This design comes from an exercise in tuning for small area and a short achievable clock period on the open sky130 flow, not from production work.
In this exercise RTL edits were held to simulation tests only and were not proved equivalent to the original.
Power and IR drop assume default switching activity.

## build 12
Design mac_pipe_real, start of the top module:
module mac_pipe_real
#(
  parameter int N_CH       = 4,
  parameter int PIPE_DEPTH = 2,
  parameter int a_width    = 16,
  parameter int a_exponent = -8,
  parameter int b_width    = 16,
  parameter int b_exponent = -8,
  parameter int c_width    = 24,
  parameter int c_exponent = -12
) (
  input  logic                      clk,
  input  logic                      rst,
  input  logic                      cke,
  input  logic                      mode,
  input  logic                      clr,
  input  logic                      in_valid,
  input  logic [N_CH*a_width-1:0]   a,
  input  logic [N_CH*b_width-1:0]   b,
  output logic                      out_valid,
  output logic [N_CH*c_width-1:0]   c,
  output logic [N_CH-1:0]           sat
);
  logic                    s1_vld;
  logic                    s1_clr;
  logic                    s1_mode;
  logic [27:0]             s1_cs0 [N_CH];
  logic [27:0]             s1_cs1 [N_CH];
  logic [N_CH-1:0]         s1_cin;
  logic [27:0]             mul_cs0 [N_CH];
  logic [27:0]             mul_cs1 [N_CH];
  logic [N_CH-1:0]         mul_cin;
  always_ff @(posedge clk) begin
    if (rst) begin
      s1_vld <= 1'b0;
      s1_clr <= 1'b0;
    end else if (cke) begin
      s1_vld <= in_valid;
      s1_clr <= clr;
    end
  end
  for (genvar k = 0; k < N_CH; k++) begin : g_mul
    mac_mul_cs u_mul (
      .a   (a[k*a_width +: a_width]),
      .b   (b[k*b_width +: b_width]),
      .cs0 (mul_cs0[k]),
      .cs1 (mul_cs1[k]),
      .cin (mul_cin[k])
    );
  end
  always_ff @(posedge clk) begin
    if (cke) begin
      s1_mode <= mode;
      for (int k = 0; k < N_CH; k++) begin
        s1_cs0[k] <= mul_cs0[k];
        s1_cs1[k] <= mul_cs1[k];
      end
      s1_cin  <= mul_cin;
    end
  end
  logic [c_width-1:0] acc_raw [N_CH];
  logic [N_CH-1:0]    acc_hit;
  logic [N_CH-1:0]    acc_sgn;
  logic [c_width-1:0] lane_res [N_CH];
  logic [N_CH-1:0]    lane_hit;
  logic [N_CH-1:0]    lane_sgn;
  logic               acc_vld;
  logic               add_acc;
  logic               upd_acc;
  assign add_acc = s1_mode & ~s1_clr & acc_vld;
  assign upd_acc = s1_mode | s1_clr;
  for (genvar k = 0; k < N_CH; k++) begin : g_lane
    mac_acc_sat u_lane (
      .cs0     (s1_cs0[k]),
      .cs1     (s1_cs1[k]),
      .cin     (s1_cin[k]),
      .acc     (acc_raw[k]),
  ...
==> flow/config.mk <==
export PLATFORM = sky130hd
export DESIGN_NAME = mac_pipe_real
export DESIGN_NICKNAME = mac_pipe_real
export VERILOG_FILES = /design/flow/design.v
export SDC_FILE = /design/flow/constraint.sdc
export NUM_CORES = 4
export LEC_CHECK = 0
export ABC_AREA = 1
export CAP_MARGIN = 20
export CORE_MARGIN = 2
export CORE_UTILIZATION = 40
export SLEW_MARGIN = 20
export TNS_END_PERCENT = 5
==> flow/constraint.sdc <==
create_clock -name core_clock -period 10.0 [get_ports {clk}]
set_input_delay 2.0000 -clock core_clock [delete_from_list [all_inputs] [get_ports {clk}]]
set_output_delay 2.0000 -clock core_clock [all_outputs]
set_load 0.01 [all_outputs]
standard.sh (not shown) runs the stock make flow with config.mk's settings and CLKGATE_MAP_FILE= SYNTH_SCRIPT=/design/flow/synth_recipe.tcl, a recipe that flattens the netlist after the stock synthesis.
==> flow/flow/run.sh <==
#!/bin/bash
set -e
export SETUP_SLACK_MARGIN=5.5
export BUFFER_PORTS_ARGS="-buffer_cell sky130_fd_sc_hd__buf_4"
R=orfs/results/sky130hd/mac_pipe_real/base
bash standard.sh synth > synth.log 2>&1
python3 flow/polarity.py $R/1_2_yosys.v > polarity.log 2>&1
rm -f $R/1_synth.odb $R/1_synth.sdc
bash standard.sh finish > standard.log 2>&1
Other scripts of this flow, unchanged in this note and not shown: flow/flow/polarity.py
[inputs] build 3 vs build 12
Settings: swapping 5 for 20 in TNS_END_PERCENT.
-- flow/flow/run.sh --
<<< build 12, line 3
export SETUP_SLACK_MARGIN=5.5
export BUFFER_PORTS_ARGS="-buffer_cell sky130_fd_sc_hd__buf_4"
>>> build 3, line 3
export SETUP_SLACK_MARGIN=5.7
export BUFFER_PORTS_ARGS="-buffer_cell sky130_fd_sc_hd__buf_2"
Findings:
Build 3 packs its core tighter than build 12.
Taking build 12 as the reference, in build 3 via count of the first global-routing pass climbed 349, fraction of final layout cells with drive strength greater than 1 up 6.0 points, final wirelength went up 2.2%, required time of the critical path increased 50 ps, post-layout minimum cycle time shrank by 57 ps.
Taking build 12 as the reference, in build 3 total clock network power climbed about 7%, power consumption climbed about 2%, final critical-path share of the clock period dropped 0.57 points, placed cell count barely changed.
Inputs modified between build 3 and build 81:
-- flow/flow/run.sh --
<<< build 3, line 3
export SETUP_SLACK_MARGIN=5.7
export BUFFER_PORTS_ARGS="-buffer_cell sky130_fd_sc_hd__buf_2"
>>> build 81, line 3
export SETUP_SLACK_MARGIN=5.5
export BUFFER_PORTS_ARGS="-buffer_cell sky130_fd_sc_hd__buf_4"
### Flow results
Flop-to-flop setup slack delta (build 81 − build 3): unfavourable
Estimated wirelength of the detail-placed design of build 81 falls short of that of build 3 slightly.
Part of the power in combinational logic sits higher in build 81 than in build 3.
Via count was lower in build 81 than in build 3.
Per the comparison of build 81 with build 3, hold slack went up 10 ps; combinational power went down about 1%; global-route wire length before repair went down about 0.8%.
End of the critical path: s1_cs1[1][18]$_DFFE_PP_ -> build 81, s1_cs1[3][14]$_DFFE_PP_ -> build 3

## separate check: timing with driven ports
Ports are ideal in the flow. The routed layouts listed here were re-timed in OpenROAD.
Step 1 (the two cells are an assumption about what drives the block):
set clk [get_ports {clk}]
set_driving_cell -lib_cell sky130_fd_sc_hd__clkbuf_16 $clk
set_driving_cell -lib_cell sky130_fd_sc_hd__buf_2 [delete_from_list [all_inputs] $clk]
Step 2 adds t to the input delays and takes it off the output delays; t is the mean of the earliest and latest rising clock arrival at the registers after step 1. Input paths then give back, and output paths get back, about the clock's delay inside the block.
a / b / c = ideal / step 1 / step 2; a / b = the first two.
| run | shift t [ns] | setup slack, ns | hold WS [ns] | clock arrival spread, ns | worst register clock-pin slew, ns |
|---|---|---|---|---|---|
| build 12 | 0.690 | 5.449 / 5.463 / 4.773 | 0.479 / 0.479 / 0.479 | 0.040 / 0.040 | 0.08 / 0.08 |
| build 3 | 0.698 | 5.506 / 5.491 / 4.794 | 0.469 / 0.469 / 0.469 | 0.035 / 0.035 | 0.07 / 0.07 |
| build 81 | 0.708 | 5.441 / 5.469 / 4.761 | 0.479 / 0.479 / 0.479 | 0.023 / 0.023 | 0.07 / 0.07 |
After both steps every run listed still meets setup and hold. The setup slack of build 3, which loses most, moves by -0.015 ns with the drivers and by -0.712 ns with both steps.
